What follows belongs to an exercise in optimizing a design on an open flow for small area, a short achievable clock period and few clock cycles; a production flow would make more cautious choices. RTL that was checked went through simulation tests only; none was proved equivalent to the original. The RTL of runs 1, 3, 4, 7 and 8 was laid out without a check of its function. Power is estimated from default activity; no workload was simulated.

## flow/config.mk

```make
export PLATFORM = sky130hd
export DESIGN_NAME = ooo_core
export DESIGN_NICKNAME = ooo_core
export VERILOG_FILES = /design/flow/design.v
export SDC_FILE = /design/flow/constraint.sdc
export NUM_CORES = 4
export LEC_CHECK = 0
export CAP_MARGIN = 20
export CORE_MARGIN = 2
export CORE_UTILIZATION = 70
export PLACE_DENSITY = 0.8
export SLEW_MARGIN = 20
```

## flow/constraint.sdc

```tcl
create_clock -name core_clock -period 14.0 [get_ports {clk}]
set_input_delay 2.8000 -clock core_clock [delete_from_list [all_inputs] [get_ports {clk}]]
set_output_delay 2.8000 -clock core_clock [all_outputs]
set_load 0.01 [all_outputs]
```

## flow/design.v

```verilog
`timescale 1ns/100ps
module exec_unit
(
	input  logic [16-1:0] a,
	input  logic [16-1:0] b,
	input  logic [16-1:0] imm,
	input  logic                   sub,
	input  logic                   bimm,
	input  logic                   arith,
	input  logic                   gsel,
	input  logic                   psel,
	output logic [16-1:0] result
);
	localparam int DW = 16;
	logic [DW-1:0] opb;
	logic [DW-1:0] sum;
	logic [DW:0]   sum_c;
	assign opb = bimm ? imm : (b ^ {DW{sub}});
	assign sum_c = {a, 1'b1} + {opb, sub};
	assign sum   = sum_c[DW:1];
	assign result = ({DW{arith}} & sum)
	              | ({DW{gsel}}  & (a & b))
	              | ({DW{psel}}  & (a ^ b));
endmodule
`timescale 1ns/100ps
module ooo_core
(
	input  logic                   clk,
	input  logic                   rst_n,
	input  logic                   issue,
	input  logic [3:0]             op,
	input  logic [$clog2(8)-1:0]  rs1,
	input  logic [$clog2(8)-1:0]  rs2,
	input  logic [$clog2(8)-1:0]  rd,
	input  logic [16-1:0] imm,
	output logic                   dispatch_stall,
	output logic                   commit_valid,
	output logic [$clog2(8)-1:0]  commit_rd,
	output logic [16-1:0] commit_data
);
	localparam int NR = 8;
	localparam int RW = $clog2(8);
	localparam int DW = 16;
	logic [DW-1:0]          regs [NR];
	logic                   ex_valid;
	logic [RW-1:0]          ex_rd;
	logic [NR-1:0]          ex_sel1;    
	logic [DW-1:0]          ex_b;       
	logic                   ex_sub;     
	logic                   ex_bimm;    
	logic                   ex_arith;   
	logic                   ex_gsel;    
	logic                   ex_psel;    
	logic                   use_rs1;
	logic                   use_imm;
	logic [DW-1:0]          src_a;
	logic [DW-1:0]          src_b;
	logic [DW-1:0]          ex_result;
	logic [NR-1:0]          reg_en;
	logic [DW-1:0]          wdata_0;    
	logic [DW-1:0]          wdata_1;    
	assign dispatch_stall = 1'b0;
	assign use_rs1 = ~(op[2] & op[1]);             
	assign use_imm = op[2] & (op[1] | op[0]);      
	always_ff @(posedge clk)
	begin
		ex_valid <= rst_n & issue;
		ex_rd    <= rd;
		for (int k = 0; k < NR; k++)
			ex_sel1[k] <= (rs1 == RW'(k)) & use_rs1;
		ex_b[DW-1:NR] <= imm[DW-1:NR];
		for (int k = 0; k < NR; k++)
			ex_b[k] <= use_imm ? imm[k] : (rs2 == RW'(k));
		ex_sub   <= (op == 4'd1);
		ex_bimm  <= use_imm;
		ex_arith <= (op == 4'd0) | (op == 4'd1) | (op == 4'd5) | (op == 4'd6);
		ex_gsel  <= (op == 4'd2) | (op == 4'd3);
		ex_psel  <= (op == 4'd4) | (op == 4'd3);
	end
	always_comb
	begin
		src_a = '0;
		src_b = '0;
		for (int k = 0; k < NR; k++)
		begin
			src_a = src_a | ({DW{ex_sel1[k]}} & regs[k]);
			src_b = src_b | ({DW{ex_b[k]}} & regs[k]);
		end
	end
	exec_unit u_exec
	(
		.a      (src_a),
		.b      (src_b),
		.imm    (ex_b),
		.sub    (ex_sub),
		.bimm   (ex_bimm),
		.arith  (ex_arith),
		.gsel   (ex_gsel),
		.psel   (ex_psel),
		.result (ex_result)
	);
	assign wdata_0 = ex_result & {DW{rst_n}};
	assign wdata_1 = ex_result | {DW{~rst_n}};
	always_ff @(posedge clk)
	begin
		for (int k = 0; k < NR; k++)
		begin
			reg_en[k] = ~rst_n | (ex_valid & (ex_rd == RW'(k)));
			if (reg_en[k])
				for (int i = 0; i < DW; i++)
					regs[k][i] <= ((k >> i) & 1) ? wdata_1[i] : wdata_0[i];
		end
	end
	always_ff @(posedge clk)
	begin
		commit_valid <= rst_n & ex_valid;
		commit_rd    <= ex_rd;
		commit_data  <= ex_result;
	end
endmodule
```

## flow/flow/run.sh

```bash
#!/bin/bash
# The standard layout (standard.sh runs the standard flow's own ORFS make), with the
# resizer asked to repair setup timing to a margin beyond the clock period,
# so that it sizes the critical paths, and the ports buffered with a small
# buffer that the resizer upsizes where timing needs it.
set -euo pipefail
bash standard.sh SETUP_SLACK_MARGIN=10.3 'BUFFER_PORTS_ARGS=-buffer_cell sky130_fd_sc_hd__buf_1' 'CTS_ARGS=-sink_clustering_enable -repair_clock_nets -dont_use_dummy_load -root_buf sky130_fd_sc_hd__clkbuf_16 -buf_list sky130_fd_sc_hd__clkbuf_8 -sink_clustering_size 12 -sink_clustering_max_diameter 50' finish > orfs_make.log 2>&1
```

## flow/standard.sh

```bash
#!/bin/bash
# synth_recipe.tcl (not shown) runs the flow's synth.tcl, then flattens the netlist and writes it again
# the make line also repeats each setting of config.mk as NAME=value (left out here)
make -C /OpenROAD-flow-scripts/flow DESIGN_CONFIG=/design/flow/config.mk WORK_HOME=/design/flow/orfs CLKGATE_MAP_FILE= SYNTH_SCRIPT=/design/flow/synth_recipe.tcl "${@:-finish}"
```

==> key figures, run 1 <==
Status
  – Status: complete, no violations

Detailed routing
  – Avg WL per Cell: 26.6 um
  – Initial detailed-routing violation count: 1268
  – DR pass1 iterations: 8
  – Metal3 WL: 3.55 mm
  – Via count: 6574
  – Top sig layer: met4
  – Met2 wire length: 10.3 mm
  – # DRC: 0
  – Routed length on met1: 8.44 mm
  – Number of vias per cell: 7.61
  – Final WL: 23.0 mm
  – Antenna-violating nets left: 0

Placement
  – Routability cong.: 0.930
  – Dpl hpwl: 14.2 mm
  – Placed Cells: 843
  – Dpl ws: 9.47 ns
  – Port bufs: 51
  – Cell Area, Placed: 8590 um2

Die
  – Initial Util: 72.2%
  – # rows: 39
  – Top-Level Pins: 53
  – Die Width: 113 um
  – Area of the die: 12700 um2
  – Die extent in y: 113 um
  – CORE AREA: 11500 um2

CTS
  – Clock-pin slew on the worst setup and hold paths: 0.09 ns
  – CTS tree: yes
  – CTS root buffer: clkbuf_16
  – Clock tree buffer depth: 2
  – CTS H-Tree Depth: 4
  – TritonCTS Sinks: 181
  – Num CTS Buffers: 17
  – Worst skew pair latency: 0.38 ns

Worst setup path
  – Worst path max stage delay: 0.47 ns
  – CP required: 14.15 ns
  – Critical Path Source Type: input port
  – Crit end category: flip-flop
  – WS Path Type: input port to flip-flop
  – Critical path peak fanout: 21
  – Crit path DAT: 3.82 ns
  – CP cell instances: buf_1 > buf_8 > nand2_1 > o32ai_4
  – Worst path bufs/invs: 2
  – Crit-path leading delay family: compound AO/OA/AOI/OAI gates
  – Slowest-stage cell, CP: o32ai_4

Timing
  – Peak Freq: 0.273 GHz
  – Worst slew margin: 20.5%
  – Final TNS setup: 0 ns
  – Layout Skew: 0.0296 ns
  – Max Transition Viols Final: 0
  – Final Critical Period: 3.67 ns
  – Fin. Hold Viols: 0
  – Slew @ Worst Pin: 1.19 ns
  – Setup violations, final: 0
  – Fin crit share: 26.2%
  – Final Worst Setup Slack: 10.33 ns
  – Unrepaired setup endpoints after global routing: false

Flow run
  – Max-Cap Viols: 0

Global routing
  – GRT Total Usage: 36.0%
  – First-pass GRT wire length: 34.1 mm
  – Grt total ovfl: 0
  – Vias in the first global route: 6271
  – Largest net degree at the start of global routing: 34
  – Antenna violations before repair: 0

Logic synthesis
  – Top post-synthesis cells by count: a22oi_1 (135), edfxtp_1 (128), dfxtp_1 (53), nand2_1 (46), clkbuf_1 (45)
  – Post-synth EDFFs: 128
  – Total number of yosys warnings: 2
  – Async SR Flop Fraction: 0%
  – Post-Synthesis Cell Area: 8280 um2
  – Synth Flop Type: edfxtp_1
  – Sequential element share of the synthesized area: 59.2%
  – Yosys top cell area share: 46.4%
  – Most common cell in the netlist: a22oi_1
  – Synth unique cells: 60
  – Post-Syn Nets: 753
  – FF+latch count, synth: 181
  – Synthesized instance count: 689
  – Synth Area per Inst: 12.0 um2
  – Top cells by area, synth: edfxtp_1 (46%), dfxtp_1 (13%), a22oi_1 (12%)
  – Synth area leader: edfxtp_1

Power and ir drop
  – Power Dens Cells: 136 nW/um2
  – Worst VDD drop: 146 uV
  – Leakage: 3.20 nW

Final layout
  – Layout area overhead: 9.61%
  – Layout cells sized above 1: 9.71%
  – Ant diodes: 0
  – FILL cells: 698
  – Post-route design area: 9080 um2
  – FF+latch area: 4910 um2
  – Area of the multi-input gates: 3350 um2
  – Non-filler cells, final: 864
  – Nets: 787

Min path
  – Tightest Hold Check Type: flip-flop to flip-flop
==> worst register-to-register path, cell delays in order (launching register included) <==
cell and delay (ns):
dfxtp_1 0.92, a22oi_1 0.23, nand4_1 0.24, ha_1 0.28, a21o_1 0.19, a21o_1 0.24, a2111o_1 0.45, a21oi_4 0.32
xnor2_1 0.26, o22ai_2 0.20
==> metal layers <==
layer / vias to the layer above / GRT usage, %
met1: 3106 / 49.8
met3: 93 / 12.3
met5: - / 0
met2: 604 / 52.8
li1: 2771 / -
met4: 0 / 15.2
==> registers in the layout (all words and copies together), names as in the netlist, 3 cells and up <==
register,flops
commit_data,16
regs,128
ex_rd,3
ex_b,16
ex_sel1,8
commit_rd,3
==> cells in the final DEF, fill, tap and decap left out, types with 3 or more instances in the layout <==
cell type	netlist	routed
edfxtp_1	128	128
ha_1	31	30
o21ai_2	0	4
and2_1	8	7
o21a_1	6	6
buf_1	1	51
o21ai_0	37	31
clkbuf_8	0	16
nand2_1	46	46
a21o_1	7	7
a211oi_1	4	3
nand2b_1	8	8
dfxtp_1	53	49
buf_6	1	4
nor2_1	20	19
xnor2_1	18	18
or3_1	3	3
a22o_1	4	4
a22oi_1	135	133
inv_1	15	15
a31oi_4	0	3
nand3_1	8	8
nor3_1	4	4
nand4_1	32	32
a222oi_1	4	4
a21oi_1	12	10
and3_1	3	3
buf_4	1	8
==> metrics by stage <==
stage                     total power [W]  util (%)  hold slack (ns)
after CTS                         0.00121      77.7            0.372
after global placement           0.000939      74.9            0.354
after global routing              0.00128      79.2            0.389
after detailed placement         0.000952      74.9            0.360
after floorplan                  0.000865         -            0.343
final                             0.00124      79.2            0.371
==> power breakdown <==
| part | switching (W) | leakage (nW) | total, W | internal (W) |
|---|---|---|---|---|
| registers | 0.0000431 | 1.75 | 0.000690 | 0.000647 |
| logic | 0.000179 | 1.32 | 0.000284 | 0.000105 |
| clock network | 0.000150 | 0.127 | 0.000265 | 0.000115 |
| total | 0.000372 | 3.20 | 0.00124 | 0.000867 |
==> worst paths after layout <==
kind	start	end	slack, ns	cells after the start
setup / recovery	rst_n	regs[3][13]	10.33	4
hold / removal	ex_rd[2]	commit_rd[2]	0.37	0
setup reg to reg	ex_sel1[1]	regs[6][10]	10.38	9
hold reg to reg	ex_rd[2]	commit_rd[2]	0.37	0
==> layout make-up <==
type,instances,area share (%)
sequential,181,54.1
multi-input combinational,442,36.9
timing repair buffer,65,3.60
clock buffer,17,2.70
tap,143,1.97
inverter,16,0.717
==> kinds of logic (layout without fill, tap and decap cells) <==
kind of cell | count (synthesis) | after routing | share of synthesized area, %
xor gates and xnor gates | 20 | 20 | 2.11
muxes | 3 | 3 | 0.363
DFF | 181 | 181 | 59.2
other | 1 | 1 | 0.0453
AOI/OAI and AO/OA | 243 | 243 | 21.4
adders and majority gates | 32 | 32 | 4.92
and+or+nand+nor | 143 | 143 | 8.76
buffers and inverters | 66 | 98 | 3.16
==> what timing repair did <==
item / CTS / global route
endpoints found under the setup margin: 102 / 87
setup buffers: 0 / 3
gates resized for setup: 14 / 28
hold buffers: 0 / 0
pin swaps: 0 / 10
hold endpoints to repair: 0 / 0
==> inputs of run 2 (changes only) <==
--- a/flow/design.v
+++ b/flow/design.v
@@ -19,8 +19,8 @@
 	assign sum_c = {a, 1'b1} + {opb, sub};
 	assign sum   = sum_c[DW:1];
 	assign result = ({DW{arith}} & sum)
-	              | ({DW{gsel}}  & (a & b))
-	              | ({DW{psel}}  & (a ^ b));
+	              | ({DW{gsel}}  & (a & opb))
+	              | ({DW{psel}}  & (a ^ opb));
 endmodule
 `timescale 1ns/100ps
 module ooo_core
==> key figures, run 2 <==
Status
  – Status: complete, no violations

Final layout
  – Commonest non-fill, non-tap cell in the layout: a22oi_1
  – Flip-flop count of the largest register after layout: 128
  – Regs by FF count: regs (128), commit_data (16), ex_b (16)
  – Layout cells sized above 1: 8.38%
  – Non-filler cells, final: 847
  – Most frequent cells in the layout: a22oi_1 (131), edfxtp_1 (128), nand2_1 (51), buf_1 (51), dfxtp_1 (46)
  – Biggest register: regs
  – Layout area overhead: 7.26%
  – Nets: 755
  – Ant diodes: 0

CTS
  – CTS root buffer: clkbuf_16
  – Hold bufs inserted after CTS: 0
  – CTS H-Tree Depth: 4
  – Clock-pin slew on the worst setup and hold paths: 0.09 ns
  – CTS tree: yes
  – Num CTS Buffers: 17
  – Worst skew pair latency: 0.38 ns
  – TritonCTS Sinks: 181
  – Clock tree buffer depth: 2

Logic synthesis
  – Synth Flop Type: edfxtp_1
  – Async SR Flop Fraction: 0%
  – Most common cell in the netlist: a22oi_1
  – Top post-synthesis cells by count: a22oi_1 (132), edfxtp_1 (128), dfxtp_1 (53), clkbuf_1 (51), nand2_1 (51)
  – Synth area leader: edfxtp_1
  – Total number of yosys warnings: 2
  – Top cells by area, synth: edfxtp_1 (48%), dfxtp_1 (13%), a22oi_1 (12%)
  – Post-Synthesis Cell Area: 8080 um2
  – Yosys top cell area share: 47.6%
  – Post-Syn Nets: 732
  – Post-synth EDFFs: 128
  – Sequential element share of the synthesized area: 60.7%
  – Synth unique cells: 52
  – FF+latch count, synth: 181
  – Synthesized instance count: 683
  – Synth Area per Inst: 11.8 um2

Detailed routing
  – # DRC: 0
  – Final WL: 22.2 mm
  – DR pass1 iterations: 7
  – Initial detailed-routing violation count: 1247
  – Antenna-violating nets left: 0
  – Avg WL per Cell: 26.2 um
  – Number of vias per cell: 7.54
  – Via count: 6389

Worst setup path
  – CP required: 14.12 ns
  – Worst path bufs/invs: 0
  – Crit-path leading delay family: compound AO/OA/AOI/OAI gates
  – Crit path DAT: 3.83 ns
  – CP cell instances: a22oi_1 > nand4_1 > ha_2 > a21o_1 > a221o_2 > a211oi_4 > nor3_1 > a221o_1 > and2_2
  – Critical Path Source Type: flip-flop
  – Slowest-stage cell, CP: dfxtp_1
  – Critical path peak fanout: 16
  – Worst path max stage delay: 0.94 ns
  – WS Path Type: flip-flop to flip-flop
  – Crit end category: flip-flop

Global routing
  – Antenna violations before repair: 0
  – First-pass GRT wire length: 33.7 mm
  – Vias in the first global route: 6129
  – Grt total ovfl: 0
  – Largest net degree at the start of global routing: 33
  – GRT Total Usage: 35.9%

Placement
  – Dpl hpwl: 13.9 mm
  – Routability cong.: 0.992
  – Placed Cells: 825
  – Port bufs: 51

Timing
  – Max Transition Viols Final: 0
  – Fin crit share: 26.5%
  – Slew @ Worst Pin: 1.12 ns
  – Unrepaired setup endpoints after global routing: false
  – Fin. Hold Viols: 0
  – Peak Freq: 0.269 GHz
  – Final Critical Period: 3.71 ns
  – Setup violations, final: 0
  – Final TNS setup: 0 ns
  – Layout Skew: 0.0295 ns
  – WHS: 0.366 ns
  – Worst slew margin: 25.6%

Flow run
  – Max-Cap Viols: 0

Die
  – Die Width: 111 um
  – Die extent in y: 111 um
  – # rows: 39
  – Top-Level Pins: 53
  – Initial Util: 71.4%
  – CORE AREA: 11300 um2
  – Area of the die: 12400 um2

Power and ir drop
  – Final Power: 0.00122 W
  – Leakage: 3.03 nW
  – Power Dens Cells: 141 nW/um2
  – Worst VDD drop: 111 uV

Min path
  – Tightest Hold Check Type: flip-flop to flip-flop
## run 2: cell types whose count changed in the layout (fill, tap and decap cells not counted), moves of 4 or more
cell     before  now
nand2_1      46   51
dfxtp_4       2    7
nor3_1        4    9
buf_6         4    0
o21a_1        6    2
inv_1        15   11
ha_1         30   15
a21oi_1      10   15
a221o_1       1    5
## run 2: worst register-to-register path: stages (launching register included)
cell,delay [ns]
dfxtp_1,0.94
a22oi_1,0.22
nand4_1,0.23
ha_2,0.34
a21o_1,0.18
a221o_2,0.42
a211oi_4,0.39
nor3_1,0.09
a221o_1,0.36
and2_2,0.28
## run 2: stage by stage
step,util [%],worst slack [ns],instance area [um2]
after floorplan,-,10.25,8150
after global placement,73.5,9.96,8320
after detailed placement,73.5,9.85,8320
after CTS,75.8,10.31,8580
after global routing,76.6,10.27,8670
final,76.6,10.29,8670
## run 2: cell families after synthesis
family / after synthesis / share of synthesized area, %
xor+xnor: 19 / 2.06
buf+inv: 68 / 3.30
compound gates: 234 / 20.6
fa+ha+maj: 17 / 2.73
mux: 2 / 0.263
flops: 181 / 60.7
simple gates: 161 / 10.3
other cells: 1 / 0.0464
## run 2: area by class of cell
| type | instances | area, um2 |
|---|---|---|
| Multi-Input combinational cell | 434 | 3000 |
| Timing Repair Buffer | 61 | 267 |
| Tap cell | 143 | 179 |
| Inverter | 11 | 41.3 |
| Sequential cell | 181 | 4930 |
| Fill cell | 712 | 2650 |
| Clock buffer | 17 | 245 |
## run 2: what timing repair did
action | in CTS | in global routing
pin swaps | 0 | 6
endpoints found under the hold margin | 0 | 0
setup endpoints to repair | 76 | 72
setup buffers | 0 | 5
resized for setup | 10 | 21
## run 2: worst paths after layout
path,end,start,slack [ns],depth (start not counted)
min reg2reg,commit_rd[2],ex_rd[2],0.37,0
max,regs[2][11],ex_sel1[2],10.29,9
max reg2reg,regs[2][11],ex_sel1[2],10.29,9
min,commit_rd[2],ex_rd[2],0.37,0
## run 2: report_power, final
group | internal (W) | total, W | leakage, nW | switching, W
Clock | 0.000115 | 0.000267 | 0.127 | 0.000152
Sequential | 0.000649 | 0.000701 | 1.76 | 0.0000514
Combinational | 0.0000931 | 0.000255 | 1.15 | 0.000162
## run 2: per-layer routing
metal	track usage, %	wire length, um	vias up
met4	15.3	826	0
met5	0	0	-
met2	54.1	9900	594
met3	11.4	3310	107
li1	-	-	2715
met1	49.0	8130	2973
Testbench counts of run 2, summed over its fixed seeds: cycles 24,016.
==> inputs of run 3 (changes only) <==
--- a/flow/design.v
+++ b/flow/design.v
@@ -3,9 +3,7 @@
 (
 	input  logic [16-1:0] a,
 	input  logic [16-1:0] b,
-	input  logic [16-1:0] imm,
 	input  logic                   sub,
-	input  logic                   bimm,
 	input  logic                   arith,
 	input  logic                   gsel,
 	input  logic                   psel,
@@ -15,7 +13,7 @@
 	logic [DW-1:0] opb;
 	logic [DW-1:0] sum;
 	logic [DW:0]   sum_c;
-	assign opb = bimm ? imm : (b ^ {DW{sub}});
+	assign opb = b ^ {DW{sub}};
 	assign sum_c = {a, 1'b1} + {opb, sub};
 	assign sum   = sum_c[DW:1];
 	assign result = ({DW{arith}} & sum)
@@ -80,20 +78,18 @@
 	always_comb
 	begin
 		src_a = '0;
-		src_b = '0;
+		src_b = {DW{ex_bimm}} & ex_b;
 		for (int k = 0; k < NR; k++)
 		begin
 			src_a = src_a | ({DW{ex_sel1[k]}} & regs[k]);
-			src_b = src_b | ({DW{ex_b[k]}} & regs[k]);
+			src_b = src_b | ({DW{ex_b[k] & ~ex_bimm}} & regs[k]);
 		end
 	end
 	exec_unit u_exec
 	(
 		.a      (src_a),
 		.b      (src_b),
-		.imm    (ex_b),
 		.sub    (ex_sub),
-		.bimm   (ex_bimm),
 		.arith  (ex_arith),
 		.gsel   (ex_gsel),
 		.psel   (ex_psel),
==> key figures, run 3 <==
Status
  – Status: complete, no violations

Die
  – # rows: 39
  – Die extent in y: 111 um
  – Die Width: 111 um
  – CORE AREA: 11300 um2
  – Initial Util: 71.3%
  – Area of the die: 12400 um2
  – Top-Level Pins: 53

Detailed routing
  – # DRC: 0
  – Number of vias per cell: 7.65
  – Antenna-violating nets left: 0
  – Via count: 6541
  – Final WL: 23.2 mm
  – DR pass1 iterations: 7
  – Initial detailed-routing violation count: 1167
  – Avg WL per Cell: 27.1 um

Placement
  – Dpl hpwl: 13.8 mm
  – Cell Area, Placed: 8340 um2
  – Port bufs: 51
  – Routability cong.: 0.890

Global routing
  – Largest net degree at the start of global routing: 26
  – GRT Total Usage: 36.1%
  – Grt total ovfl: 0
  – First-pass GRT wire length: 33.2 mm
  – Vias in the first global route: 6086
  – Antenna violations before repair: 0

Power and ir drop
  – Leakage: 3.21 nW
  – Worst VDD drop: 128 uV
  – Power Dens Cells: 142 nW/um2

Final layout
  – Layout area overhead: 10.4%
  – Nets: 762
  – Ant diodes: 0
  – Flip-flop count of the largest register after layout: 128
  – Most frequent cells in the layout: edfxtp_1 (128), a22oi_1 (125), buf_1 (49)
  – Final Util: 78.7%
  – Post-route design area: 8910 um2
  – Biggest register: regs
  – Regs by FF count: regs (128), commit_data (16), ex_b (16)
  – Layout cells sized above 1: 12.6%
  – Commonest non-fill, non-tap cell in the layout: edfxtp_1

Worst setup path
  – Critical Path Source Type: input port
  – WS Path Type: input port to flip-flop
  – Crit path DAT: 3.80 ns
  – Critical path peak fanout: 9
  – CP required: 14.09 ns
  – Crit end category: flip-flop
  – R2R setup slack: 10.34 ns

CTS
  – Clock-pin slew on the worst setup and hold paths: 0.08 ns
  – Hold bufs inserted after CTS: 0
  – Clock tree buffer depth: 2
  – CTS H-Tree Depth: 4
  – Num CTS Buffers: 17
  – CTS tree: yes
  – Worst skew pair latency: 0.38 ns
  – TritonCTS Sinks: 181
  – CTS root buffer: clkbuf_16

Logic synthesis
  – Async SR Flop Fraction: 0%
  – Yosys top cell area share: 47.6%
  – Synth Area per Inst: 12.1 um2
  – Post-Synthesis Cell Area: 8070 um2
  – Synth area leader: edfxtp_1
  – FF+latch count, synth: 181
  – Post-synth EDFFs: 128
  – Synth Flop Type: edfxtp_1
  – Synthesized instance count: 668
  – Post-Syn Nets: 716
  – Top cells by area, synth: edfxtp_1 (48%), dfxtp_1 (13%), a22oi_1 (12%)
  – Total number of yosys warnings: 2
  – Top post-synthesis cells by count: a22oi_1 (128), edfxtp_1 (128), dfxtp_1 (53), nand2_1 (41), clkbuf_1 (35)
  – Sequential element share of the synthesized area: 60.8%
  – Synth unique cells: 53

Timing
  – Layout Skew: 0.0222 ns
  – WHS: 0.369 ns
  – Setup violations, final: 0
  – Final Critical Period: 3.72 ns
  – Slew @ Worst Pin: 0.794 ns
  – Final TNS setup: 0 ns
  – Unrepaired setup endpoints after global routing: true
  – Max Transition Viols Final: 0
  – Fin crit share: 26.5%
  – Peak Freq: 0.269 GHz
  – Worst slew margin: 47.0%
  – Fin. Hold Viols: 0

Flow run
  – Max-Cap Viols: 0

Min path
  – Tightest Hold Check Type: flip-flop to flip-flop
run 3: timing repair:
action	in CTS	in global routing
setup endpoints to repair	109	83
pin swaps	0	11
setup buffers	0	14
cloned	0	1
resized for setup	33	25
run 3: where the power goes:
group	switching, W	leakage (nW)	total, W	internal [W]
Combinational	0.000180	1.32	0.000293	0.000113
Clock	0.000147	0.127	0.000262	0.000115
Sequential	0.0000542	1.76	0.000711	0.000657
run 3: path summary, 6_finish.rpt:
check,startpoint,endpoint,depth (start not counted)
hold reg to reg,ex_rd[2],commit_rd[2],0
hold / removal,ex_rd[2],commit_rd[2],0
setup reg to reg,regs[3][0],regs[6][14],14
setup / recovery,rst_n,regs[1][6],4
run 3: through the flow:
stage	setup WS [ns]	total power, W	cells
detailed placement	9.53	0.000974	823
floorplan	10.09	0.000885	668
CTS	10.32	0.00123	840
global route	10.26	0.00131	855
finish	10.29	0.00127	855
global placement	9.70	0.000963	823
run 3: worst max-delay path: stages:
cell      delay, ns
clkbuf_2       0.17
buf_12         0.15
clkinv_4       0.11
a21oi_1        0.57
run 3: cells by family (layout without fill, tap and decap cells):
group                    after synthesis  in the layout  share of synthesized area (%)
XOR/XNOR                              23             23                           2.50
other                                  1              1                         0.0465
AND/OR/NAND/NOR                      131            131                           8.28
buffers and inverters                 68            112                           3.40
multiplexers                          15             15                           1.89
AO/OA/AOI/OAI                        233            233                           20.6
flip-flops                           181            181                           60.8
adder cells (fa/ha/maj)               16             16                           2.48
run 3: area by class of cell:
class | instances | area, um2
fill | 673 | 2410
sequential | 181 | 4950
timing repair buffer | 77 | 435
clock buffer | 17 | 245
inverter | 18 | 72.6
tap | 143 | 179
multi-input combinational | 419 | 3030
run 3: layer usage:
layer | track usage (%) | part of all wire, %
met1 | 45.4 | 34
met2 | 57.4 | 46
met5 | 0 | 0
met3 | 8.71 | 13
met4 | 21.9 | 7.0
==> inputs of run 4 (changes only) <==
--- a/flow/design.v
+++ b/flow/design.v
@@ -3,7 +3,9 @@
 (
 	input  logic [16-1:0] a,
 	input  logic [16-1:0] b,
+	input  logic [16-1:0] imm,
 	input  logic                   sub,
+	input  logic                   bimm,
 	input  logic                   arith,
 	input  logic                   gsel,
 	input  logic                   psel,
@@ -13,7 +15,7 @@
 	logic [DW-1:0] opb;
 	logic [DW-1:0] sum;
 	logic [DW:0]   sum_c;
-	assign opb = b ^ {DW{sub}};
+	assign opb = bimm ? imm : (b ^ {DW{sub}});
 	assign sum_c = {a, 1'b1} + {opb, sub};
 	assign sum   = sum_c[DW:1];
 	assign result = ({DW{arith}} & sum)
@@ -54,6 +56,7 @@
 	logic [DW-1:0]          src_a;
 	logic [DW-1:0]          src_b;
 	logic [DW-1:0]          ex_result;
+	logic                   rst_regs;
 	logic [NR-1:0]          reg_en;
 	logic [DW-1:0]          wdata_0;    
 	logic [DW-1:0]          wdata_1;    
@@ -78,30 +81,34 @@
 	always_comb
 	begin
 		src_a = '0;
-		src_b = {DW{ex_bimm}} & ex_b;
+		src_b = '0;
 		for (int k = 0; k < NR; k++)
 		begin
 			src_a = src_a | ({DW{ex_sel1[k]}} & regs[k]);
-			src_b = src_b | ({DW{ex_b[k] & ~ex_bimm}} & regs[k]);
+			src_b = src_b | ({DW{ex_b[k]}} & regs[k]);
 		end
 	end
 	exec_unit u_exec
 	(
 		.a      (src_a),
 		.b      (src_b),
+		.imm    (ex_b),
 		.sub    (ex_sub),
+		.bimm   (ex_bimm),
 		.arith  (ex_arith),
 		.gsel   (ex_gsel),
 		.psel   (ex_psel),
 		.result (ex_result)
 	);
-	assign wdata_0 = ex_result & {DW{rst_n}};
-	assign wdata_1 = ex_result | {DW{~rst_n}};
+	assign wdata_0 = ex_result & {DW{~rst_regs}};
+	assign wdata_1 = ex_result | {DW{rst_regs}};
+	always_ff @(posedge clk)
+		rst_regs <= ~rst_n;
 	always_ff @(posedge clk)
 	begin
 		for (int k = 0; k < NR; k++)
 		begin
-			reg_en[k] = ~rst_n | (ex_valid & (ex_rd == RW'(k)));
+			reg_en[k] = rst_regs | (ex_valid & (ex_rd == RW'(k)));
 			if (reg_en[k])
 				for (int i = 0; i < DW; i++)
 					regs[k][i] <= ((k >> i) & 1) ? wdata_1[i] : wdata_0[i];
==> key figures, run 4 <==
Detailed routing
  – Via count: 6416
  – Number of vias per cell: 7.57
  – DR pass1 iterations: 13
  – Initial detailed-routing violation count: 1176
  – Antenna-violating nets left: 0
  – # DRC: 0
  – Final WL: 22.6 mm
  – Avg WL per Cell: 26.7 um

Logic synthesis
  – Synth unique cells: 56
  – Synth area leader: edfxtp_1
  – Sequential element share of the synthesized area: 60.6%
  – Synthesized instance count: 685
  – Top post-synthesis cells by count: a22oi_1 (133), edfxtp_1 (128), dfxtp_1 (54), nand2_1 (54), clkbuf_1 (50)
  – Async SR Flop Fraction: 0%
  – FF+latch count, synth: 182
  – Synth Flop Type: edfxtp_1
  – Post-synth EDFFs: 128
  – Total number of yosys warnings: 2
  – Post-Synthesis Cell Area: 8130 um2
  – Top cells by area, synth: edfxtp_1 (47%), dfxtp_1 (13%), a22oi_1 (12%)
  – Yosys top cell area share: 47.3%
  – Post-Syn Nets: 734
  – Most common cell in the netlist: a22oi_1
  – Synth Area per Inst: 11.9 um2

Timing
  – Fin. Hold Viols: 0
  – Setup violations, final: 0
  – Layout Skew: 0.0308 ns
  – Fin crit share: 26.5%
  – Final Critical Period: 3.70 ns
  – Slew @ Worst Pin: 1.06 ns
  – Peak Freq: 0.270 GHz
  – Max Transition Viols Final: 0
  – Worst slew margin: 29.1%
  – Unrepaired setup endpoints after global routing: false
  – Final TNS setup: 0 ns

Final layout
  – Regs by FF count: regs (128), commit_data (16), ex_b (16)
  – Layout cells sized above 1: 9.52%
  – Final Util: 76.2%
  – Layout area overhead: 6.67%
  – FILL cells: 731
  – Nets: 755
  – Most frequent cells in the layout: a22oi_1 (132), edfxtp_1 (128), nand2_1 (54)
  – Ant diodes: 0
  – Biggest register: regs
  – Flip-flop count of the largest register after layout: 128
  – Post-route design area: 8670 um2
  – Commonest non-fill, non-tap cell in the layout: a22oi_1

Die
  – CORE AREA: 11400 um2
  – # rows: 39
  – Top-Level Pins: 53
  – Area of the die: 12500 um2
  – Initial Util: 71.5%
  – Die Width: 112 um
  – Die extent in y: 112 um

CTS
  – Num CTS Buffers: 17
  – CTS root buffer: clkbuf_16
  – Hold bufs inserted after CTS: 0
  – Clock-pin slew on the worst setup and hold paths: 0.08 ns
  – CTS H-Tree Depth: 4
  – CTS tree: yes
  – Worst skew pair latency: 0.39 ns
  – Clock tree buffer depth: 2
  – TritonCTS Sinks: 182

Power and ir drop
  – Power Dens Cells: 141 nW/um2
  – Clock power frac: 21.8%
  – Pint: 0.000862 W
  – Leakage: 3.05 nW
  – Reg power frac: 57.3%
  – Switching fraction of total power: 29.7%
  – Power share of the combinational group: 21.0%
  – Worst VDD drop: 162 uV
  – NetSw: 0.000365 W

Worst setup path
  – Worst path max stage delay: 0.96 ns
  – Crit path DAT: 3.80 ns
  – Slowest-stage cell, CP: dfxtp_1
  – CP required: 14.10 ns
  – Crit end category: flip-flop
  – WS Path Type: flip-flop to flip-flop
  – CP cell instances: a22oi_1 > nand4_1 > ha_2 > a21o_1 > a221o_1 > a211oi_4 > a2111oi_2 > or3_4 > nor2b_4
  – Critical Path Source Type: flip-flop
  – Critical path peak fanout: 16
  – R2R setup slack: 10.30 ns

Min path
  – Tightest Hold Check Type: flip-flop to flip-flop

Global routing
  – GR met2 Demand/Resource: 53.6%
  – Routing usage on met1: 48.0%
  – First-pass GRT wire length: 34.0 mm
  – Global Route met3 Usage: 13.8%
  – Largest net degree at the start of global routing: 33
  – Grt total ovfl: 0
  – Vias in the first global route: 6270
  – Gr busiest metal: met2
  – GRT Total Usage: 36.3%
  – Antenna violations before repair: 0

Flow run
  – Max-Cap Viols: 0

Status
  – Status: complete, no violations

Placement
  – Cell Area, Placed: 8320 um2
  – Routability cong.: 0.933
  – Port bufs: 51
  – Dpl hpwl: 14.1 mm
run 4: changes by cell type in the layout (fill, tap and decap cells not counted), moves of 7 or more:
cell     delta
buf_4      -14
nand2_1    +14
mux2i_1    -11
o21ai_0    +11
a22oi_1     +7
dfxtp_4     -7
run 4: path summary, 6_finish.rpt:
kind,startpoint,to,cells past startpoint
worst min register to register,ex_rd[2],commit_rd[2],0
worst min-delay path,ex_rd[2],commit_rd[2],0
worst max register to register,ex_sel1[4],regs[1][13],9
worst max-delay path,ex_sel1[4],regs[1][13],9
run 4: repair_timing:
| action | in CTS | in global routing |
|---|---|---|
| endpoints found under the hold margin | 0 | 0 |
| endpoints found under the setup margin | 110 | 107 |
| pin swaps | 0 | 3 |
| gates resized for setup | 8 | 25 |
| setup buffers | 0 | 2 |
run 4: power by group through the flow:
| stage | Clock, W | Sequential, W | Combinational, W |
|---|---|---|---|
| global route | 0.000286 | 0.000705 | 0.000276 |
| detailed placement | 0 | 0.000710 | 0.000239 |
| global placement | 0 | 0.000707 | 0.000232 |
| floorplan | 0 | 0.000689 | 0.000172 |
| finish | 0.000267 | 0.000702 | 0.000257 |
| CTS | 0.000268 | 0.000698 | 0.000240 |
run 4: cells by family (layout without fill, tap and decap cells):
group	after synthesis	in the layout	share of synthesized area, %
compound gates	235	235	20.8
mux	5	5	0.662
fa+ha+maj	17	17	2.71
flops	182	182	60.6
xor+xnor	19	19	2.05
buf+inv	69	88	3.30
simple gates	157	157	9.84
other cells	1	1	0.0462
run 4: routing by layer:
layer	up-vias	wire [um]
li1	2714	-
met1	2973	8060
met2	611	9890
met3	118	3650
met4	0	1020
met5	-	0
run 4: critical path: cells and delay by family, from the launching register on:
kind | cells | cell delay (ns)
compound gates | 5 | 1.31
flops | 1 | 0.96
simple gates | 3 | 0.80
fa+ha+maj | 1 | 0.35
run 4: through the flow:
stage               total power (W)  hold slack, ns  setup WS, ns  std cells
global route                0.00127           0.428         10.30        847
floorplan                  0.000862           0.387         10.36        685
CTS                         0.00121           0.421         10.31        845
global placement           0.000939           0.399          9.87        828
detailed placement         0.000949           0.406          9.81        828
finish                      0.00123           0.423         10.30        847
run 4: cell type report:
cell class                      count  area, um2  area share, %
Timing Repair Buffer               59        253           2.92
Inverter                           12       45.0          0.520
Sequential cell                   182       4940           57.1
Clock buffer                       17        245           2.83
Multi-Input combinational cell    434       3000           34.6
Tap cell                          143        179           2.06
==> inputs of run 5 (changes only) <==
--- a/flow/design.v
+++ b/flow/design.v
@@ -74,9 +74,9 @@
 			ex_b[k] <= use_imm ? imm[k] : (rs2 == RW'(k));
 		ex_sub   <= (op == 4'd1);
 		ex_bimm  <= use_imm;
-		ex_arith <= (op == 4'd0) | (op == 4'd1) | (op == 4'd5) | (op == 4'd6);
-		ex_gsel  <= (op == 4'd2) | (op == 4'd3);
-		ex_psel  <= (op == 4'd4) | (op == 4'd3);
+		ex_arith <= rst_n & ((op == 4'd0) | (op == 4'd1) | (op == 4'd5) | (op == 4'd6));
+		ex_gsel  <= rst_n & ((op == 4'd2) | (op == 4'd3));
+		ex_psel  <= rst_n & ((op == 4'd4) | (op == 4'd3));
 	end
 	always_comb
 	begin
@@ -100,7 +100,7 @@
 		.psel   (ex_psel),
 		.result (ex_result)
 	);
-	assign wdata_0 = ex_result & {DW{~rst_regs}};
+	assign wdata_0 = ex_result;
 	assign wdata_1 = ex_result | {DW{rst_regs}};
 	always_ff @(posedge clk)
 		rst_regs <= ~rst_n;
==> key figures, run 5 <==
Status
  – Status: complete, no violations

Logic synthesis
  – Post-Synthesis Cell Area: 7990 um2
  – Post-synth EDFFs: 128
  – Total number of yosys warnings: 2
  – Async SR Flop Fraction: 0%
  – Top post-synthesis cells by count: a22oi_1 (136), edfxtp_1 (128), dfxtp_1 (54), nand2_1 (51), clkbuf_1 (46)
  – Synth area leader: edfxtp_1
  – Synthesized instance count: 652
  – Most common cell in the netlist: a22oi_1
  – Synth unique cells: 56
  – Sequential element share of the synthesized area: 61.6%
  – FF+latch count, synth: 182
  – Post-Syn Nets: 701
  – Yosys top cell area share: 48.1%
  – Synth Area per Inst: 12.3 um2
  – Synth Flop Type: edfxtp_1
  – Top cells by area, synth: edfxtp_1 (48%), dfxtp_1 (14%), a22oi_1 (13%)

Final layout
  – Ant diodes: 0
  – Regs by FF count: regs (128), commit_data (16), ex_b (16)
  – Biggest register: regs
  – Non-filler cells, final: 816
  – Layout area overhead: 5.67%
  – FILL cells: 726
  – Nets: 724
  – Commonest non-fill, non-tap cell in the layout: a22oi_1
  – Area of the multi-input gates: 2820 um2
  – Layout cells sized above 1: 6.69%
  – FF+latch area: 4930 um2
  – Post-route design area: 8440 um2
  – Most frequent cells in the layout: a22oi_1 (136), edfxtp_1 (128), nand2_1 (51)
  – Flip-flop count of the largest register after layout: 128

Worst setup path
  – Crit end category: primary output
  – WS Path Type: flip-flop to primary output
  – Slowest-stage cell, CP: dfxtp_1
  – Worst path bufs/invs: 1
  – Crit-path leading delay family: flip-flops
  – Worst path max stage delay: 0.33 ns
  – Crit path DAT: 0.86 ns
  – CP cell instances: buf_1
  – R2R setup slack: 10.50 ns
  – Critical Path Source Type: flip-flop
  – Critical path peak fanout: 1
  – CP required: 11.20 ns

Timing
  – Max Transition Viols Final: 0
  – Final TNS setup: 0 ns
  – Slew @ Worst Pin: 1.11 ns
  – Peak Freq: 0.273 GHz
  – Unrepaired setup endpoints after global routing: false
  – Final Critical Period: 3.66 ns
  – WHS: 0.418 ns
  – Worst slew margin: 26.1%
  – Layout Skew: 0.0324 ns
  – Fin crit share: 26.1%
  – Fin. Hold Viols: 0
  – Setup violations, final: 0

Global routing
  – Largest net degree at the start of global routing: 33
  – GR met2 Demand/Resource: 55.7%
  – GRT Total Usage: 36.3%
  – First-pass GRT wire length: 33.4 mm
  – Gr busiest metal: met2
  – Antenna violations before repair: 0
  – Grt total ovfl: 0
  – Vias in the first global route: 6134
  – Routing usage on met1: 48.7%
  – Global Route met3 Usage: 9.29%

Detailed routing
  – Antenna-violating nets left: 0
  – Avg WL per Cell: 26.8 um
  – Initial detailed-routing violation count: 1058
  – DR pass1 iterations: 7
  – Final WL: 21.9 mm
  – Via count: 6239
  – Number of vias per cell: 7.65
  – # DRC: 0

Power and ir drop
  – Power Dens Cells: 140 nW/um2
  – Worst VDD drop: 97.4 uV
  – Final Power: 0.00118 W
  – Leakage: 2.99 nW

CTS
  – # resized after CTS: 6
  – CTS tree: yes
  – Clock tree buffer depth: 2
  – CTS H-Tree Depth: 4
  – TritonCTS Sinks: 182
  – Post-CTS setup buffers: 0
  – Hold bufs inserted after CTS: 0
  – CTS root buffer: clkbuf_16
  – Clock-pin slew on the worst setup and hold paths: 0.09 ns
  – Worst skew pair latency: 0.39 ns
  – Num CTS Buffers: 17

Die
  – Die extent in y: 111 um
  – Initial Util: 70.9%
  – Top-Level Pins: 53
  – Area of the die: 12300 um2
  – Die Width: 111 um
  – CORE AREA: 11300 um2
  – # rows: 39

Placement
  – Port bufs: 51
  – Cell Area, Placed: 8180 um2
  – Dpl hpwl: 13.2 mm
  – Placed Cells: 799
  – Routability cong.: 0.909

Flow run
  – Max-Cap Viols: 0

Min path
  – Tightest Hold Check Type: flip-flop to flip-flop
-- run 5: cell count changes in the layout (fill, tap and decap cells not counted), moves of 4 or more --
| cell | delta |
|---|---|
| a21oi_1 | -6 |
| a22oi_1 | +4 |
| buf_4 | -4 |
| dfxtp_1 | +4 |
| nor2_1 | -6 |
| nor3_1 | -4 |
-- run 5: final cells by class --
| type | instances | area share, % |
|---|---|---|
| well taps | 143 | 2.12 |
| flip-flops and latches | 182 | 58.4 |
| multi-input cells | 409 | 33.4 |
| repair buffers | 55 | 2.65 |
| clock buffers | 17 | 2.90 |
| inverters | 10 | 0.445 |
-- run 5: path summary, 6_finish.rpt --
kind / startpoint / cells after the start / to
max: commit_data[12] / 1 / commit_data[12]
min: ex_rd[2] / 0 / commit_rd[2]
max reg2reg: ex_b[3] / 9 / regs[0][9]
min reg2reg: ex_rd[2] / 0 / commit_rd[2]
-- run 5: kinds of logic (layout without fill, tap and decap cells) --
| kind of cell | count (synthesis) | after routing | share of synthesized area (%) |
|---|---|---|---|
| other | 1 | 1 | 0.0469 |
| buffers and inverters | 61 | 82 | 3.16 |
| AND/OR/NAND/NOR | 138 | 138 | 8.67 |
| flip-flops | 182 | 182 | 61.6 |
| adder cells (fa/ha/maj) | 17 | 17 | 2.76 |
| XOR/XNOR | 17 | 17 | 1.86 |
| AO/OA/AOI/OAI | 236 | 236 | 21.9 |
-- run 5: layer usage --
layer | share of wire, % | wire length, um | vias to the layer above
met5 | 0 | 0 | -
met4 | 3.6 | 788 | 0
met3 | 13 | 2900 | 83
met2 | 47 | 10200 | 564
met1 | 37 | 7990 | 2960
li1 | - | - | 2632
-- run 5: metrics by stage --
stage               utilization [%]  setup slack (ns)
floorplan                         -             10.33
global placement               72.5              9.97
detailed placement             72.5              9.76
CTS                            74.8             10.23
global route                   74.9             10.30
finish                         74.9             10.34
-- run 5: where the power goes --
group	switching, W	leakage [nW]	internal [W]	total (W)
Clock	0.000153	0.127	0.000115	0.000268
Combinational	0.000131	1.10	0.0000765	0.000207
Sequential	0.0000544	1.76	0.000651	0.000706
Total	0.000338	2.99	0.000843	0.00118
Testbench counts of run 5, summed over its fixed seeds: cycles 24,016.
==> inputs of run 6 (changes only) <==
--- a/flow/config.mk
+++ b/flow/config.mk
@@ -7,6 +7,6 @@
 export LEC_CHECK = 0
 export CAP_MARGIN = 20
 export CORE_MARGIN = 2
-export CORE_UTILIZATION = 70
-export PLACE_DENSITY = 0.8
+export CORE_UTILIZATION = 80
+export PLACE_DENSITY = 0.88
 export SLEW_MARGIN = 20
==> key figures, run 6 <==
Logic synthesis
  – Largest family of logic cells by synthesized area: compound AO/OA/AOI/OAI gates
  – Synth Flop Type: edfxtp_1
  – Async SR Flop Fraction: 0%
  – Post-Synthesis Cell Area: 7990 um2
  – Synth area leader: edfxtp_1
  – Synthesized instance count: 652
  – Fraction of the mapped netlist area in adder cells: 2.76%
  – Mux contribution to synthesized area: 0%
  – Sequential element share of the synthesized area: 61.6%
  – FF+latch count, synth: 182
  – Post-synth EDFFs: 128
  – Synth Area in XOR/XNOR: 1.86%
  – Most common cell in the netlist: a22oi_1
  – Synth unique cells: 56
  – Yosys top cell area share: 48.1%
  – Post-Syn Nets: 701
  – Synth Area per Inst: 12.3 um2
  – Post-synthesis simple-gate area fraction: 8.67%
  – Total number of yosys warnings: 2
  – Compound-Gate Fraction of Synth Area: 21.9%
  – Top post-synthesis cells by count: a22oi_1 (136), edfxtp_1 (128), dfxtp_1 (54), nand2_1 (51), clkbuf_1 (46)
  – Top cells by area, synth: edfxtp_1 (48%), dfxtp_1 (14%), a22oi_1 (13%)

CTS
  – Clock-pin slew on the worst setup and hold paths: 0.08 ns
  – CTS tree: yes
  – Num CTS Buffers: 17
  – CTS root buffer: clkbuf_16
  – CTS H-Tree Depth: 4
  – Clock tree buffer depth: 2
  – Post-CTS setup buffers: 0
  – Hold bufs inserted after CTS: 0
  – TritonCTS Sinks: 182
  – Worst skew pair latency: 0.40 ns

Final layout
  – Biggest register: regs
  – Layout area overhead: 5.68%
  – Regs by FF count: regs (128), commit_data (16), ex_b (16)
  – Ant diodes: 0
  – Nets: 724
  – Layout cells sized above 1: 6.84%
  – Most frequent cells in the layout: a22oi_1 (136), edfxtp_1 (128), nand2_1 (51)
  – Commonest non-fill, non-tap cell in the layout: a22oi_1
  – Non-filler cells, final: 806
  – Flip-flop count of the largest register after layout: 128

Detailed routing
  – Via count: 6332
  – DR pass1 iterations: 7
  – Antenna-violating nets left: 0
  – Final WL: 22.0 mm
  – Initial detailed-routing violation count: 1031
  – Number of vias per cell: 7.86
  – # DRC: 0
  – Avg WL per Cell: 27.3 um

Die
  – # rows: 36
  – Top-Level Pins: 53
  – Die extent in y: 104 um
  – Die Width: 104 um
  – CORE AREA: 9730 um2
  – Area of the die: 10800 um2
  – Initial Util: 82.1%

Worst setup path
  – Worst path max stage delay: 0.33 ns
  – Crit-path leading delay family: flip-flops
  – Slowest-stage cell, CP: dfxtp_1
  – Crit end category: primary output
  – Critical path peak fanout: 1
  – Worst path bufs/invs: 1
  – WS Path Type: flip-flop to primary output
  – CP cell instances: buf_1
  – Critical Path Source Type: flip-flop
  – CP required: 11.20 ns
  – Worst-case reg-to-reg path depth: 7
  – Stages on worst setup path: 1
  – Crit path DAT: 0.89 ns

Global routing
  – Antenna violations before repair: 0
  – Largest net degree at the start of global routing: 33
  – First-pass GRT wire length: 33.8 mm
  – Vias in the first global route: 6184
  – Grt total ovfl: 0
  – GRT Total Usage: 42.0%

Timing
  – WHS: 0.436 ns
  – Max Transition Viols Final: 0
  – Slew @ Worst Pin: 1.08 ns
  – Fin crit share: 26.4%
  – Unrepaired setup endpoints after global routing: false
  – Final Critical Period: 3.69 ns
  – Setup violations, final: 0
  – Peak Freq: 0.271 GHz
  – Final TNS setup: 0 ns
  – Layout Skew: 0.0329 ns
  – Fin. Hold Viols: 0
  – Final Worst Setup Slack: 10.31 ns
  – Worst slew margin: 28.0%

Power and ir drop
  – Power Dens Cells: 140 nW/um2
  – Leakage: 3.00 nW
  – Worst VDD drop: 162 uV

Placement
  – Dpl ws: 9.81 ns
  – Dpl hpwl: 13.0 mm
  – Routability cong.: 0.921
  – Placed Cells: 789
  – Port bufs: 51

Status
  – Status: complete, no violations

Flow run
  – Max-Cap Viols: 0

Min path
  – Tightest Hold Check Type: flip-flop to flip-flop
  – Hold depth: 0
==> run 6: cell types whose count changed in the layout (fill, tap and decap cells not counted) <==
cell,before,now
buf_2,1,2
nor2_4,0,1
buf_1,49,46
dfxtp_2,8,3
nor2_2,1,0
o21ai_0,25,26
dfxtp_4,0,5
o21ai_1,1,2
o21ai_2,2,0
clkbuf_2,1,3
==> run 6: report_power, final <==
group	switching [W]	internal, W
clock	0.000154	0.000115
sequential	0.0000549	0.000651
combinational	0.000133	0.0000765
total	0.000342	0.000842
==> run 6: what timing repair did <==
action / CTS / global route
hold endpoints to repair: 0 / 0
gates resized for setup: 11 / 11
setup endpoints to repair: 36 / 30
==> run 6: layer usage <==
| layer | vias to the layer above | GRT usage [%] | wire length, um |
|---|---|---|---|
| met1 | 2907 | 56.2 | 7410 |
| met3 | 147 | 13.3 | 3570 |
| met4 | 0 | 20.7 | 1070 |
| met5 | - | 0 | 0 |
| met2 | 651 | 63.1 | 9960 |
| li1 | 2627 | - | - |
==> run 6: cell families after synthesis <==
family | Yosys count
fa+ha+maj | 17
compound gates | 236
xor+xnor | 17
other cells | 1
simple gates | 138
flops | 182
buf+inv | 61
==> run 6: area by class of cell <==
class / count / area, um2
sequential: 182 / 4950
multi-input combinational: 409 / 2820
fill: 476 / 1280
clock buffer: 17 / 245
timing repair buffer: 55 / 228
tap: 133 / 166
inverter: 10 / 37.5
==> run 6: stage by stage <==
| step | util (%) | instance area, um2 | total power (W) |
|---|---|---|---|
| detailed placement | 83.9 | 8160 | 0.000911 |
| finish | 86.8 | 8450 | 0.00118 |
| global placement | 83.9 | 8160 | 0.000898 |
| CTS | 86.6 | 8420 | 0.00117 |
| global route | 86.8 | 8450 | 0.00122 |
| floorplan | - | 7990 | 0.000842 |
==> run 6: final timing paths <==
check | start | end | slack (ns)
min reg2reg | ex_rd[2] | commit_rd[2] | 0.44
max | commit_rd[1] | commit_rd[1] | 10.31
max reg2reg | ex_sel1[3] | regs[0][8] | 10.43
min | ex_rd[2] | commit_rd[2] | 0.44
==> inputs of run 7 (changes only) <==
--- a/flow/design.v
+++ b/flow/design.v
@@ -19,8 +19,8 @@
 	assign sum_c = {a, 1'b1} + {opb, sub};
 	assign sum   = sum_c[DW:1];
 	assign result = ({DW{arith}} & sum)
-	              | ({DW{gsel}}  & (a & opb))
-	              | ({DW{psel}}  & (a ^ opb));
+	              | ({DW{gsel}}  & (a & b))
+	              | ({DW{psel}}  & (a ^ b));
 endmodule
 `timescale 1ns/100ps
 module ooo_core
@@ -56,7 +56,6 @@
 	logic [DW-1:0]          src_a;
 	logic [DW-1:0]          src_b;
 	logic [DW-1:0]          ex_result;
-	logic                   rst_regs;
 	logic [NR-1:0]          reg_en;
 	logic [DW-1:0]          wdata_0;    
 	logic [DW-1:0]          wdata_1;    
@@ -74,9 +73,9 @@
 			ex_b[k] <= use_imm ? imm[k] : (rs2 == RW'(k));
 		ex_sub   <= (op == 4'd1);
 		ex_bimm  <= use_imm;
-		ex_arith <= rst_n & ((op == 4'd0) | (op == 4'd1) | (op == 4'd5) | (op == 4'd6));
-		ex_gsel  <= rst_n & ((op == 4'd2) | (op == 4'd3));
-		ex_psel  <= rst_n & ((op == 4'd4) | (op == 4'd3));
+		ex_arith <= (op == 4'd0) | (op == 4'd1) | (op == 4'd5) | (op == 4'd6);
+		ex_gsel  <= (op == 4'd2) | (op == 4'd3);
+		ex_psel  <= (op == 4'd4) | (op == 4'd3);
 	end
 	always_comb
 	begin
@@ -100,15 +99,13 @@
 		.psel   (ex_psel),
 		.result (ex_result)
 	);
-	assign wdata_0 = ex_result;
-	assign wdata_1 = ex_result | {DW{rst_regs}};
-	always_ff @(posedge clk)
-		rst_regs <= ~rst_n;
+	assign wdata_0 = ex_result & {DW{rst_n}};
+	assign wdata_1 = ex_result | {DW{~rst_n}};
 	always_ff @(posedge clk)
 	begin
 		for (int k = 0; k < NR; k++)
 		begin
-			reg_en[k] = rst_regs | (ex_valid & (ex_rd == RW'(k)));
+			reg_en[k] = ~rst_n | (ex_valid & (ex_rd == RW'(k)));
 			if (reg_en[k])
 				for (int i = 0; i < DW; i++)
 					regs[k][i] <= ((k >> i) & 1) ? wdata_1[i] : wdata_0[i];
==> flow/flow/run.sh (replaced) <==
#!/bin/bash
# The standard layout (standard.sh runs the standard flow's own ORFS make), with the
# resizer asked to repair setup timing to a margin beyond the clock period,
# so that it sizes the critical paths, and the ports buffered with a small
# buffer that the resizer upsizes where timing needs it.
set -euo pipefail
bash standard.sh SETUP_SLACK_MARGIN=10.45 'BUFFER_PORTS_ARGS=-buffer_cell sky130_fd_sc_hd__buf_1' 'CTS_ARGS=-sink_clustering_enable -repair_clock_nets -dont_use_dummy_load -root_buf sky130_fd_sc_hd__clkbuf_16 -buf_list sky130_fd_sc_hd__clkbuf_8 -sink_clustering_size 12 -sink_clustering_max_diameter 50' finish > orfs_make.log 2>&1
--- a/flow/config.mk
+++ b/flow/config.mk
@@ -7,6 +7,6 @@
 export LEC_CHECK = 0
 export CAP_MARGIN = 20
 export CORE_MARGIN = 2
-export CORE_UTILIZATION = 80
-export PLACE_DENSITY = 0.88
+export CORE_UTILIZATION = 70
+export PLACE_DENSITY = 0.8
 export SLEW_MARGIN = 20
==> key figures, run 7 <==
Status
  – Status: complete, no violations

Global routing
  – First-pass GRT wire length: 34.6 mm
  – Largest net degree at the start of global routing: 29
  – Vias in the first global route: 6193
  – GRT Total Usage: 36.7%
  – Grt total ovfl: 0
  – Antenna violations before repair: 1

Placement
  – Routability cong.: 0.904
  – Placed Cells: 835
  – Port bufs: 51
  – Dpl hpwl: 14.2 mm
  – Dpl ws: 9.47 ns

Final layout
  – Layout cells sized above 1: 18.8%
  – Commonest non-fill, non-tap cell in the layout: a22oi_1
  – Most frequent cells in the layout: a22oi_1 (133), edfxtp_1 (128), nand2_1 (45)
  – Regs by FF count: regs (128), commit_data (16), ex_b (16)
  – Layout area overhead: 14.8%
  – Ant diodes: 0
  – Flip-flop count of the largest register after layout: 128
  – Non-filler cells, final: 892
  – Final Util: 82.9%
  – Biggest register: regs
  – FILL cells: 611
  – Nets: 815

Timing
  – WHS: 0.372 ns
  – Unrepaired setup endpoints after global routing: true
  – Worst slew margin: 25.9%
  – Final Critical Period: 3.64 ns
  – Final Worst Setup Slack: 10.36 ns
  – Peak Freq: 0.275 GHz
  – Final TNS setup: 0 ns
  – Fin. Hold Viols: 0
  – Fin crit share: 26.0%
  – Max Transition Viols Final: 0
  – Slew @ Worst Pin: 1.11 ns
  – Layout Skew: 0.0283 ns
  – Setup violations, final: 0

Logic synthesis
  – Post-Synthesis Cell Area: 8280 um2
  – Post-Syn Nets: 753
  – Async SR Flop Fraction: 0%
  – Top post-synthesis cells by count: a22oi_1 (135), edfxtp_1 (128), dfxtp_1 (53), nand2_1 (46), clkbuf_1 (45)
  – FF+latch count, synth: 181
  – Top cells by area, synth: edfxtp_1 (46%), dfxtp_1 (13%), a22oi_1 (12%)
  – Total number of yosys warnings: 2
  – Synth Flop Type: edfxtp_1
  – Synth area leader: edfxtp_1
  – Synth Area per Inst: 12.0 um2
  – Post-synth EDFFs: 128
  – Sequential element share of the synthesized area: 59.2%
  – Synthesized instance count: 689
  – Synth unique cells: 60
  – Most common cell in the netlist: a22oi_1
  – Yosys top cell area share: 46.4%

CTS
  – Clock-pin slew on the worst setup and hold paths: 0.08 ns
  – Clock tree buffer depth: 2
  – CTS root buffer: clkbuf_16
  – TritonCTS Sinks: 181
  – Num CTS Buffers: 17
  – CTS tree: yes
  – Worst skew pair latency: 0.39 ns
  – CTS H-Tree Depth: 4
  – Hold bufs inserted after CTS: 0

Flow run
  – Max-Cap Viols: 0

Die
  – Die extent in y: 113 um
  – Top-Level Pins: 53
  – # rows: 39
  – CORE AREA: 11500 um2
  – Initial Util: 72.2%
  – Die Width: 113 um
  – Area of the die: 12700 um2

Worst setup path
  – Critical path peak fanout: 8
  – WS Path Type: flip-flop to flip-flop
  – Critical Path Source Type: flip-flop
  – Crit path DAT: 3.75 ns
  – CP required: 14.11 ns
  – Crit end category: flip-flop

Detailed routing
  – Number of vias per cell: 7.59
  – Top sig layer: met4
  – DR pass1 iterations: 7
  – Met2 wire length: 10.9 mm
  – Avg WL per Cell: 27.2 um
  – Antenna-violating nets left: 0
  – Metal3 WL: 3.60 mm
  – Initial detailed-routing violation count: 1271
  – Via count: 6772
  – Routed length on met1: 8.75 mm
  – Final WL: 24.2 mm
  – # DRC: 0

Power and ir drop
  – Worst VDD drop: 156 uV
  – Leakage: 3.47 nW
  – Power Dens Cells: 135 nW/um2

Min path
  – Tightest Hold Check Type: flip-flop to flip-flop
==> run 7: worst paths after layout <==
check,from,to,slack (ns),cells after the start
hold reg to reg,ex_rd[2],commit_rd[2],0.37,0
hold / removal,ex_rd[2],commit_rd[2],0.37,0
setup / recovery,ex_b[2],regs[1][11],10.36,12
setup reg to reg,ex_b[2],regs[1][11],10.36,12
==> run 7: worst max-delay path, stage by stage, from the launching register on <==
cell and delay, ns:
dfxtp_4 0.39, buf_4 0.20, a22oi_1 0.19, nand4_1 0.28, xnor2_1 0.22, o21ai_0 0.26, ha_2 0.36, o211a_1 0.17
a211oi_4 0.27, a211oi_1 0.11, or3_1 0.36, a31o_1 0.28, and2_2 0.28
==> run 7: final cells by class <==
class | instances | area (um2) | share of cell area (%)
tap | 143 | 179 | 1.88
inverter | 16 | 65.1 | 0.684
multi-input combinational | 442 | 3420 | 36.0
timing repair buffer | 93 | 649 | 6.83
clock buffer | 17 | 245 | 2.58
sequential | 181 | 4950 | 52.1
==> run 7: metrics by stage <==
stage               instance area, um2  power (W)
global placement                  8560   0.000939
finish                            9510    0.00128
CTS                               9090    0.00123
global route                      9510    0.00132
detailed placement                8560   0.000950
floorplan                         8420   0.000868
==> run 7: routing by layer <==
metal	vias up	GRT usage (%)
li1	2834	-
met1	3178	50.2
met2	635	54.7
met3	125	12.7
met4	0	14.6
met5	-	0
==> run 7: cell families after synthesis <==
family / Yosys count / synth area share [%]
AO/OA/AOI/OAI: 243 / 21.4
AND/OR/NAND/NOR: 143 / 8.76
adder cells (fa/ha/maj): 32 / 4.92
multiplexers: 3 / 0.363
buffers and inverters: 66 / 3.16
other: 1 / 0.0453
flip-flops: 181 / 59.2
XOR/XNOR: 20 / 2.11
==> run 7: what timing repair did <==
item,in CTS,in global routing
gates resized for setup,68,30
pin swaps,2,20
buffers inserted,3,36
gates cloned,1,0
setup endpoints to repair,163,103
==> run 7: where the power goes <==
part	internal, W	total, W	switching [W]
Combinational	0.000128	0.000314	0.000186
Sequential	0.000647	0.000696	0.0000492
Clock	0.000115	0.000269	0.000154
Total	0.000890	0.00128	0.000389
==> inputs of run 8 (changes only) <==
==> flow/flow/run.sh (replaced) <==
#!/bin/bash
# The standard layout (standard.sh runs the standard flow's own ORFS make), with the
# resizer asked to repair setup timing to a margin beyond the clock period,
# so that it sizes the critical paths, and the ports buffered with a small
# buffer that the resizer upsizes where timing needs it.
set -euo pipefail
bash standard.sh SETUP_SLACK_MARGIN=10.15 'BUFFER_PORTS_ARGS=-buffer_cell sky130_fd_sc_hd__buf_1' 'CTS_ARGS=-sink_clustering_enable -repair_clock_nets -dont_use_dummy_load -root_buf sky130_fd_sc_hd__clkbuf_16 -buf_list sky130_fd_sc_hd__clkbuf_8 -sink_clustering_size 12 -sink_clustering_max_diameter 50' finish > orfs_make.log 2>&1
==> key figures, run 8 <==
Logic synthesis
  – Sequential element share of the synthesized area: 59.2%
  – Synth area leader: edfxtp_1
  – Synth unique cells: 60
  – Synth Area per Inst: 12.0 um2
  – Post-synth EDFFs: 128
  – Post-Synthesis Cell Area: 8280 um2
  – FF+latch count, synth: 181
  – Top post-synthesis cells by count: a22oi_1 (135), edfxtp_1 (128), dfxtp_1 (53), nand2_1 (46), clkbuf_1 (45)
  – Synthesized instance count: 689
  – Async SR Flop Fraction: 0%
  – Total number of yosys warnings: 2
  – Top cells by area, synth: edfxtp_1 (46%), dfxtp_1 (13%), a22oi_1 (12%)
  – Most common cell in the netlist: a22oi_1
  – Post-Syn Nets: 753
  – Synth Flop Type: edfxtp_1
  – Yosys top cell area share: 46.4%

Timing
  – Final Worst Setup Slack: 10.07 ns
  – Fin crit share: 28.1%
  – Final TNS setup: 0 ns
  – Peak Freq: 0.254 GHz
  – Max Transition Viols Final: 0
  – Final Critical Period: 3.93 ns
  – Fin. Hold Viols: 0
  – Setup violations, final: 0
  – Worst slew margin: 35.6%
  – Unrepaired setup endpoints after global routing: true
  – Slew @ Worst Pin: 0.965 ns
  – Layout Skew: 0.0425 ns

Power and ir drop
  – Clock power frac: 21.4%
  – Reg power frac: 55.6%
  – Power share of the combinational group: 23.0%
  – Switching fraction of total power: 30.0%
  – Power Dens Cells: 137 nW/um2
  – NetSw: 0.000369 W
  – Worst VDD drop: 109 uV
  – Leakage: 3.21 nW
  – Pint: 0.000862 W

Status
  – Status: complete, no violations

CTS
  – Post-CTS setup buffers: 0
  – Hold bufs inserted after CTS: 0
  – Worst skew pair latency: 0.39 ns
  – CTS tree: yes
  – CTS H-Tree Depth: 4
  – CTS root buffer: clkbuf_16
  – Clock-pin slew on the worst setup and hold paths: 0.07 ns
  – Num CTS Buffers: 17
  – Clock tree buffer depth: 2
  – TritonCTS Sinks: 181

Final layout
  – Final Util: 78.3%
  – Regs by FF count: regs (128), commit_data (16), ex_b (16)
  – Commonest non-fill, non-tap cell in the layout: a22oi_1
  – Non-filler cells, final: 872
  – Most frequent cells in the layout: a22oi_1 (135), edfxtp_1 (128), dfxtp_1 (53)
  – Layout area overhead: 8.37%
  – Biggest register: regs
  – Layout cells sized above 1: 8.53%
  – Flip-flop count of the largest register after layout: 128
  – Nets: 793

Die
  – Die Width: 113 um
  – Initial Util: 72.2%
  – # rows: 39
  – Die extent in y: 113 um
  – Area of the die: 12700 um2
  – CORE AREA: 11500 um2
  – Top-Level Pins: 53

Global routing
  – Grt total ovfl: 0
  – Vias in the first global route: 6453
  – Antenna violations before repair: 4
  – First-pass GRT wire length: 34.7 mm
  – Largest net degree at the start of global routing: 29
  – GRT Total Usage: 36.6%

Detailed routing
  – Final WL: 23.1 mm
  – DR pass1 iterations: 7
  – Avg WL per Cell: 26.5 um
  – Number of vias per cell: 7.55
  – # DRC: 0
  – Via count: 6585
  – Initial detailed-routing violation count: 1358
  – Antenna-violating nets left: 0

Placement
  – Port bufs: 51
  – Dpl ws: 8.92 ns
  – Dpl hpwl: 14.9 mm
  – Routability cong.: 0.884
  – Placed Cells: 853

Worst setup path
  – Crit end category: flip-flop
  – Crit path DAT: 3.99 ns
  – CP required: 14.06 ns
  – Critical Path Source Type: input port
  – WS Path Type: input port to flip-flop
  – Critical path peak fanout: 21

Flow run
  – Max-Cap Viols: 0

Min path
  – Tightest Hold Check Type: flip-flop to flip-flop
-- run 8: cell counts after synthesis --
No cell type changed its count.
-- run 8: worst max-delay path, stage by stage --
cell and delay [ns]:
clkdlybuf4s18_2 0.43, o21ai_1 0.40, buf_4 0.34
-- run 8: cell type report --
cell class / count / area, um2
multi-input combinational: 442 / 3230
antenna: 2 / 5.00
sequential: 181 / 4900
fill: 728 / 2490
tap: 143 / 179
clock buffer: 17 / 245
timing repair buffer: 71 / 348
inverter: 16 / 62.6
-- run 8: per-stage QoR --
step	instance area, um2	hold slack, ns	power, W
after floorplan	8280	0.343	0.000863
after global routing	8970	0.387	0.00128
final	8980	0.372	0.00123
after CTS	8880	0.376	0.00121
after detailed placement	8610	0.363	0.000956
after global placement	8610	0.361	0.000942
-- run 8: logic make-up after synthesis --
family,synth area share [%]
muxes,0.363
adders and majority gates,4.92
other,0.0453
DFF,59.2
buffers and inverters,3.16
xor gates and xnor gates,2.11
AOI/OAI and AO/OA,21.4
and+or+nand+nor,8.76
-- run 8: per-layer routing --
metal | vias up | routed length, um | track usage (%)
met4 | 2 | 947 | 18.1
met1 | 3078 | 8190 | 47.5
met5 | - | 13 | 0
li1 | 2789 | - | -
met3 | 116 | 3540 | 13.0
met2 | 600 | 10400 | 55.2
-- run 8: final timing paths --
check,from,to,slack [ns],depth (start not counted)
worst max-delay path,rst_n,regs[5][14],10.07,3
worst min-delay path,ex_rd[2],commit_rd[2],0.37,0
worst max register to register,ex_sel1[0],regs[4][15],10.13,10
worst min register to register,ex_rd[2],commit_rd[2],0.37,0
-- run 8: what timing repair did --
action	4_1_cts	5_1_grt
gates cloned	0	0
gates resized for setup	7	17
setup endpoints to repair	144	118
-- run 8: power groups by stage --
| stage | clock network (W) | registers (W) | logic, W |
|---|---|---|---|
| CTS | 0.000266 | 0.000681 | 0.000265 |
| detailed placement | 0 | 0.000693 | 0.000262 |
| finish | 0.000264 | 0.000685 | 0.000283 |
| global route | 0.000288 | 0.000688 | 0.000304 |
| floorplan | 0 | 0.000683 | 0.000180 |
| global placement | 0 | 0.000690 | 0.000252 |

==> port drivers added, routing unchanged <==
No port has a modelled driver above. Below, the same layouts with a new extraction and two added sets of constraints.
Step 1, drivers: a clkbuf_16 drives clk and a buf_2 each remaining input, both assumed.
Step 2 moves the port delays by t, midway between the first and last clock arrival at a register: inputs arrive t later, outputs are due t later. That takes back most of the time a late clock gives input paths.
Slacks: no drivers / after step 1 / after step 2; pairs: no drivers / after step 1.
| run | shift t [ns] | slack for setup (ns) | hold slack, ns |
|---|---|---|---|
| run 1 | 0.410 | 10.331 / 10.307 / 9.940 | 0.371 / 0.371 / 0.371 |
| run 2 | 0.418 | 10.287 / 10.281 / 9.965 | 0.366 / 0.366 / 0.366 |
| run 3 | 0.410 | 10.285 / 10.295 / 9.893 | 0.369 / 0.369 / 0.369 |
| run 4 | 0.410 | 10.296 / 10.296 / 10.097 | 0.423 / 0.423 / 0.423 |
| run 5 | 0.421 | 10.342 / 10.299 / 10.004 | 0.418 / 0.418 / 0.418 |
| run 6 | 0.425 | 10.308 / 10.266 / 10.111 | 0.436 / 0.436 / 0.436 |
| run 7 | 0.421 | 10.359 / 10.336 / 10.044 | 0.372 / 0.372 / 0.372 |
| run 8 | 0.411 | 10.070 / 10.046 / 9.635 | 0.372 / 0.372 / 0.372 |
After both steps every run listed still meets setup and hold. For run 8, which loses most, drivers alone change the setup slack by -0.024 ns; drivers and shift together by -0.435 ns.
